Source: an optimization exercise on an open RTL-to-GDS flow (aim: small area, a short achievable clock period and few clock cycles per item). Production flows keep margins and buffers that such runs may drop. The RTL was checked by simulation tests, not by an equivalence proof against the original design.

// log2_top
module log2_top #(
  parameter int taylor_terms = 9
) (
  input  logic             clk,
  input  logic             arst_n,
  input  log2_pkg::float_t x,
  input  logic             start,
  output log2_pkg::float_t result,
  output logic             busy,
  output logic             done
);
  log2_seq #(
    .taylor_terms (taylor_terms)
  ) u_seq (
    .clk    (clk),
    .arst_n (arst_n),
    .x      (x),
    .start  (start),
    .result (result),
    .busy   (busy),
    .done   (done)
  );
endmodule
Size: ~81 flip-flops, ~34000 µm² of cells after synthesis.
==> flow/config.mk <==
export PLATFORM = sky130hd
export DESIGN_NAME = log2_top
export DESIGN_NICKNAME = log2_top
export VERILOG_FILES = /design/flow/design.v
export SDC_FILE = /design/flow/constraint.sdc
export NUM_CORES = 4
export LEC_CHECK = 0
export ABC_AREA = 1
export CAP_MARGIN = 20
export CORE_MARGIN = 2
export CORE_UTILIZATION = 40
export SETUP_SLACK_MARGIN = 5
export SLEW_MARGIN = 20
==> flow/constraint.sdc <==
create_clock -name core_clock -period 18.5 [get_ports {clk}]
set_input_delay 3.7000 -clock core_clock [delete_from_list [all_inputs] [get_ports {clk}]]
set_output_delay 3.7000 -clock core_clock [all_outputs]
set_load 0.01 [all_outputs]
standard.sh (not shown) runs the stock make flow with config.mk's settings and CLKGATE_MAP_FILE= SYNTH_SCRIPT=/design/flow/synth_recipe.tcl, a recipe that flattens the netlist after the stock synthesis.
==> flow/flow/run.sh <==
#!/bin/bash
# The standard layout (standard.sh, all ORFS steps) with two changes:
# - synthesis keeps the multiplier tree (module fp_mul) apart until the end
#   and extracts full/half adder cells only there, so that ABC maps all the
#   logic after the tree (carry-propagate adder, rounding, alignment, add,
#   normalisation) as one network and sees its whole depth; the standard flow's
#   synthesis script is otherwise unchanged (synth -nofsm -noshare, flatten,
#   rename), so the registers are the standard synthesis's;
# - a larger setup margin for ORFS's timing repair.
# Each tool's output goes to standard.log here and to ORFS's own logs.
set -euo pipefail
here=$(pwd)
sed 's/^  extract_fa {\*}\[dont_use_extract_fa_args\]$/  extract_fa {*}[dont_use_extract_fa_args] fp_mul/' \
  "$FLOW_HOME/scripts/synth.tcl" > "$here/synth_fa.tcl"
grep -q 'extract_fa {\*}\[dont_use_extract_fa_args\] fp_mul' "$here/synth_fa.tcl"
sed "s#source \$::env(SCRIPTS_DIR)/synth.tcl#source $here/synth_fa.tcl#" synth_recipe.tcl > "$here/synth_recipe_fa.tcl"
grep -q "source $here/synth_fa.tcl" "$here/synth_recipe_fa.tcl"
bash standard.sh SYNTH_SCRIPT="$here/synth_recipe_fa.tcl" SYNTH_KEEP_MODULES=fp_mul \
  SETUP_SLACK_MARGIN=7 finish > standard.log 2>&1
Testbench counts at the start, summed over its fixed seeds: cycles 29,876, items 2,560.
Edit:
CORE_UTILIZATION = 50   (was 40)
=> The changed run completed without violations. Design area is lower by about 0.55%. Setup slack loses 0.093 ns. Global-route usage is higher by 8.4 points. Maximum frequency is lower by about 0.8%. Utilization is higher by 10 points.
Edit:
CORE_UTILIZATION = 40   (was 50)
TNS_END_PERCENT = 5   (was unset)
- The new run ran to the end with no violations
- design area went up slightly
- hold slack is worse by 0.0059 ns
- flip-flop and latch count stays the same
- non-clock buffer count went up by 7
- global-route usage went down by 8.4 points
- register-to-register slack is better by 0.06 ns
- critical path depth went down by 8
- synthesized area is unchanged
- via count went down slightly
Edit:
--- a/flow/flow/run.sh
+++ b/flow/flow/run.sh
@@ -18,2 +18,2 @@
 bash standard.sh SYNTH_SCRIPT="$here/synth_recipe_fa.tcl" SYNTH_KEEP_MODULES=fp_mul \
-  SETUP_SLACK_MARGIN=7 finish > standard.log 2>&1
+  SETUP_SLACK_MARGIN=7.5 finish > standard.log 2>&1
TNS_END_PERCENT = unset   (was 5)
=> Die area stays the same; routed wire length came out higher by 1.1%; sequential share of layout area falls by 0.13 points; utilization rose by 1.2 points; fmax rose by 3.9%; clock-buffer cell count does not change.
Edit:
TNS_END_PERCENT = 5   (was unset)
Effect: Cell count is about the same; clock skew hardly moves; die area does not change; register-to-register slack gets worse by 0.02 ns; non-clock buffer count increases by 2.


build 87:
Another version of the RTL of log2_top (not shown whole).
Size in the first run: ~7,700 cells after synthesis, about 81 flip-flops, about 69 I/O pins.
Settings: LEC_CHECK=0, ABC_AREA=1, CAP_MARGIN=20, CORE_MARGIN=2, CORE_UTILIZATION=40, SETUP_SLACK_MARGIN=5, SLEW_MARGIN=20; clock period 18.5 ns.
==> flow/flow/run.sh <==
#!/bin/bash
# Standard layout (the standard.sh, all ORFS steps) with two changes:
# synthesis maps adders to plain gates instead of extracting full and half
# adder cells (ADDER_MAP_FILE empty), so ABC sees whole arithmetic paths,
# and a larger setup margin for ORFS's timing repair.
set -euo pipefail
bash standard.sh ADDER_MAP_FILE= SETUP_SLACK_MARGIN=7 finish > standard.log 2>&1
Testbench counts of build 87, summed over its fixed seeds: cycles 29,800, items 2,560.
Modified inputs, build 28 compared to build 87
==> flow/run.sh (new file) <==
#!/bin/bash
# synth_recipe.tcl (not shown) runs the flow's synth.tcl, then flattens the netlist and writes it again
# the make line also repeats each setting of config.mk as NAME=value (left out here)
make -C /OpenROAD-flow-scripts/flow DESIGN_CONFIG=/design/flow/config.mk WORK_HOME=/design/flow/orfs CLKGATE_MAP_FILE= SYNTH_SCRIPT=/design/flow/synth_recipe.tcl finish
removed: flow/flow/run.sh
removed: flow/standard.sh
### Flow results
- Diff build 87 -> build 28: worst hold slack picked up an extra 51 ps; number of non-clock inverters in the layout went down by about 4%; global-route usage went down.
- Looking at cell with the largest stage delay on the worst path, the fa_1 result is from build 28; the edfxtp_1 one comes from build 87.
- Compare build 28 and build 87 | slack of the critical path higher: build 87
Setup changes, build 28 to build 58
--- a/flow/config.mk
+++ b/flow/config.mk
@@ -12,2 +12,3 @@
 export SETUP_SLACK_MARGIN = 5
 export SLEW_MARGIN = 20
+export TNS_END_PERCENT = 5
### Flow results
Diff build 58..build 28 | final cell count | negligible
Worst setup path endpoint: u_seq.acc[10] -> build 28, u_seq.acc[11] -> build 58
Re final critical delay including setup and external delays: build 58 is 110 ps up on build 28.


the previous run:
log2_top, a different RTL version from the one above (not shown whole).
Size: about 6100 cells after synthesis, about 81 flip-flops, about 69 I/O pins, about 35000 µm² of cells after synthesis.
export LEC_CHECK = 0
export ABC_AREA = 1
export CAP_MARGIN = 10
export CORE_MARGIN = 2
export CORE_UTILIZATION = 40
export SETUP_SLACK_MARGIN = 5
export SLEW_MARGIN = 10
export TNS_END_PERCENT = 5
create_clock -name core_clock -period 18.5 [get_ports {clk}]
==> flow/flow/run.sh <==
#!/bin/bash
# The standard layout (standard.sh, all ORFS steps) with two changes:
# - synthesis keeps the multiplier tree (module fp_mul) apart until the end
#   and extracts full/half adder cells only there, so that ABC maps all the
#   logic after the tree (carry-propagate adder, rounding, alignment, add,
#   normalisation) as one network and sees its whole depth; the standard flow's
#   synthesis script is otherwise unchanged (synth -nofsm -noshare, flatten,
#   rename), so the registers are the standard synthesis's;
# - a larger setup margin for ORFS's timing repair.
# Each tool's output goes to standard.log here and to ORFS's own logs.
set -euo pipefail
here=$(pwd)
sed 's/^  extract_fa {\*}\[dont_use_extract_fa_args\]$/  extract_fa {*}[dont_use_extract_fa_args] fp_mul/' \
  "$FLOW_HOME/scripts/synth.tcl" > "$here/synth_fa.tcl"
grep -q 'extract_fa {\*}\[dont_use_extract_fa_args\] fp_mul' "$here/synth_fa.tcl"
sed "s#source \$::env(SCRIPTS_DIR)/synth.tcl#source $here/synth_fa.tcl#" synth_recipe.tcl > "$here/synth_recipe_fa.tcl"
grep -q "source $here/synth_fa.tcl" "$here/synth_recipe_fa.tcl"
bash standard.sh SYNTH_SCRIPT="$here/synth_recipe_fa.tcl" SYNTH_KEEP_MODULES=fp_mul \
  SETUP_SLACK_MARGIN=7 finish > standard.log 2>&1
The previous run completed every stage of the flow, and the final layout passed the timing, design-rule and antenna checks.
Testbench counts of the previous run, summed over its fixed seeds: cycles 29,876, items 2,560.
diff inputs: the previous run => the current run
--- a/flow/flow/run.sh
+++ b/flow/flow/run.sh
@@ -17,3 +17,3 @@
 grep -q "source $here/synth_fa.tcl" "$here/synth_recipe_fa.tcl"
 bash standard.sh SYNTH_SCRIPT="$here/synth_recipe_fa.tcl" SYNTH_KEEP_MODULES=fp_mul \
-  SETUP_SLACK_MARGIN=7 finish > standard.log 2>&1
+  SETUP_SLACK_MARGIN=6 finish > standard.log 2>&1
--- a/flow/config.mk
+++ b/flow/config.mk
@@ -7,8 +7,8 @@
 export LEC_CHECK = 0
 export ABC_AREA = 1
-export CAP_MARGIN = 10
+export CAP_MARGIN = 20
 export CORE_MARGIN = 2
 export CORE_UTILIZATION = 40
 export SETUP_SLACK_MARGIN = 5
-export SLEW_MARGIN = 10
+export SLEW_MARGIN = 20
 export TNS_END_PERCENT = 5
### Flow results
- The current run: full flow OK, the timing, design-rule and antenna checks passed
- Compared with the previous run, the current run shows a area overhead of the layout relative to synthesis that is 3.5 points lower.
- Relative to the previous run, number of buffer and inverter stages on the critical path has gone up in the current run.
- Global-route usage in the current run is 0.49 points lower than in the previous run
- The current run against the previous run: via count went down about 1.1%, number of buffers outside the clock class in the layout went down 21%, wire length went down 4.0 mm.
- Between the current run and the previous run, the post-cts gate resize count is higher for the previous run.
- [compare] base=the previous run new=the current run: number of standard cells in the final layout excluding fillers now sits lower, number of buffers added for setup after CTS now sits lower.


Setup of maple:
Another version of the RTL of log2_top (not shown whole).
## log2_top
module log2_top #(
  parameter int taylor_terms = 9
) (
  input  logic             clk,
  input  logic             arst_n,
  input  log2_pkg::float_t x,
  input  logic             start,
  output log2_pkg::float_t result,
  output logic             busy,
  output logic             done
);
make LEC_CHECK=0 ABC_AREA=1 CAP_MARGIN=20 CORE_MARGIN=2 CORE_UTILIZATION=40 PLACE_DENSITY=0.75 SETUP_SLACK_MARGIN=5 SLEW_MARGIN=20 TNS_END_PERCENT=5 finish   # period 18.5 ns
run.sh (not shown) runs the stock make flow with config.mk's settings and CLKGATE_MAP_FILE= SYNTH_SCRIPT=/design/flow/synth_recipe.tcl, a recipe that flattens the netlist after the stock synthesis.
Stock flow here: none of the scripts above is used.
Testbench counts of maple, summed over its fixed seeds: cycles 29,876, items 2,560.
Input changes introduced in nickel (baseline for comparison: maple):
# maple
export LEC_CHECK = 0
export ABC_AREA = 1
export CAP_MARGIN = 20
export CORE_MARGIN = 2
export CORE_UTILIZATION = 40
export PLACE_DENSITY = 0.75
export SETUP_SLACK_MARGIN = 5
export SLEW_MARGIN = 20
export TNS_END_PERCENT = 5
create_clock -name core_clock -period 18.5 [get_ports {clk}]
# nickel
export LEC_CHECK = 0
export ABC_AREA = 1
export CAP_MARGIN = 20
export CORE_MARGIN = 2
export CORE_UTILIZATION = 40
export SETUP_SLACK_MARGIN = 5
export SLEW_MARGIN = 20
export TNS_END_PERCENT = 5
create_clock -name core_clock -period 18.5 [get_ports {clk}]
Changes observed in nickel relative to maple: worst clock skew shrank by 4.1 ps, pin count of the biggest net entering global routing grew by 9, final area shrank by 1.1%, setup slack of the critical path after layout grew by 72 ps.
Looking at via count of the first global-routing pass across nickel and maple, the one that comes out higher is maple.
Share of the core filled with cells: nickel vs maple down 0.50 points
[compare] base=maple new=nickel: fraction of area in registers now sits at about the same level; maximum fanout along the worst path lower.
Setup changes, nickel to yarrow
==> flow/flow/run.sh (new file) <==
#!/bin/bash
# Standard layout (the standard.sh, all ORFS steps) with two changes:
# synthesis maps adders to plain gates instead of extracting full and half
# adder cells (ADDER_MAP_FILE empty), so ABC sees whole arithmetic paths,
# and a larger setup margin for ORFS's timing repair.
set -euo pipefail
bash standard.sh ADDER_MAP_FILE= SETUP_SLACK_MARGIN=7 finish > standard.log 2>&1
==> flow/standard.sh (new file) <==
#!/bin/bash
# synth_recipe.tcl (not shown) runs the flow's synth.tcl, then flattens the netlist and writes it again
# the make line also repeats each setting of config.mk as NAME=value (left out here)
make -C /OpenROAD-flow-scripts/flow DESIGN_CONFIG=/design/flow/config.mk WORK_HOME=/design/flow/orfs CLKGATE_MAP_FILE= SYNTH_SCRIPT=/design/flow/synth_recipe.tcl "${@:-finish}"
removed: flow/run.sh
[summary]
yarrow ends up with higher maximum fanout encountered on the critical timing path than nickel does. The later-pin clock latency in the skew report number comes out lower for nickel vs yarrow. yarrow: PASS, flow complete, no timing, DRC or antenna violations. yarrow against nickel: share of synthesized cell area in and, or, nand and nor gates picked up an extra 35 points; data arrival time of the critical path now smaller.

==> afterwards: timing with drivers on the ports <==
Ports are ideal in the flow. The routed layouts listed here were re-timed in OpenROAD. Step 1 (the two cells are an assumption about what drives the block):
set clk [get_ports {clk}]
set_driving_cell -lib_cell sky130_fd_sc_hd__clkbuf_16 $clk
set_driving_cell -lib_cell sky130_fd_sc_hd__buf_2 [delete_from_list [all_inputs] $clk]
Step 2 moves the port delays by t, midway between the first and last clock arrival at a register: inputs arrive t later, outputs are due t later. That takes back most of the time a late clock gives input paths. Slacks: ideal ports / drivers / drivers and shift; pairs: ideal ports / drivers.
| run | t, ns | slack for setup (ns) | worst setup path after step 2 | clock arrival spread, ns |
|---|---|---|---|---|
| the first run of note 1 | 0.416 | 7.430 / 7.430 / 7.430 | register to register | 0.013 / 0.014 |
| the second run of note 1 | 0.413 | 7.337 / 7.337 / 7.337 | register to register | 0.009 / 0.010 |
| the third run of note 1 | 0.413 | 7.394 / 7.394 / 7.394 | register to register | 0.014 / 0.014 |
| the fourth run of note 1 | 0.414 | 7.813 / 7.813 / 7.813 | register to register | 0.013 / 0.013 |
| the fifth run of note 1 | 0.422 | 7.790 / 7.790 / 7.790 | register to register | 0.014 / 0.014 |
| build 87 | 0.411 | 7.557 / 7.557 / 7.557 | register to register | 0.013 / 0.014 |
| build 28 | 0.399 | 5.526 / 5.526 / 5.526 | register to register | 0.013 / 0.014 |
| build 58 | 0.401 | 5.419 / 5.419 / 5.419 | register to register | 0.013 / 0.012 |
| the previous run | 0.423 | 7.413 / 7.413 / 7.413 | register to register | 0.008 / 0.007 |
| the current run | 0.431 | 6.499 / 6.499 / 6.499 | register to register | 0.009 / 0.009 |
| maple | 0.410 | 5.448 / 5.448 / 5.448 | register to register | 0.013 / 0.013 |
| nickel | 0.402 | 5.521 / 5.521 / 5.521 | register to register | 0.010 / 0.009 |
| yarrow | 0.428 | 7.557 / 7.557 / 7.557 | register to register | 0.015 / 0.015 |
After both steps setup and hold are still met in every run listed.
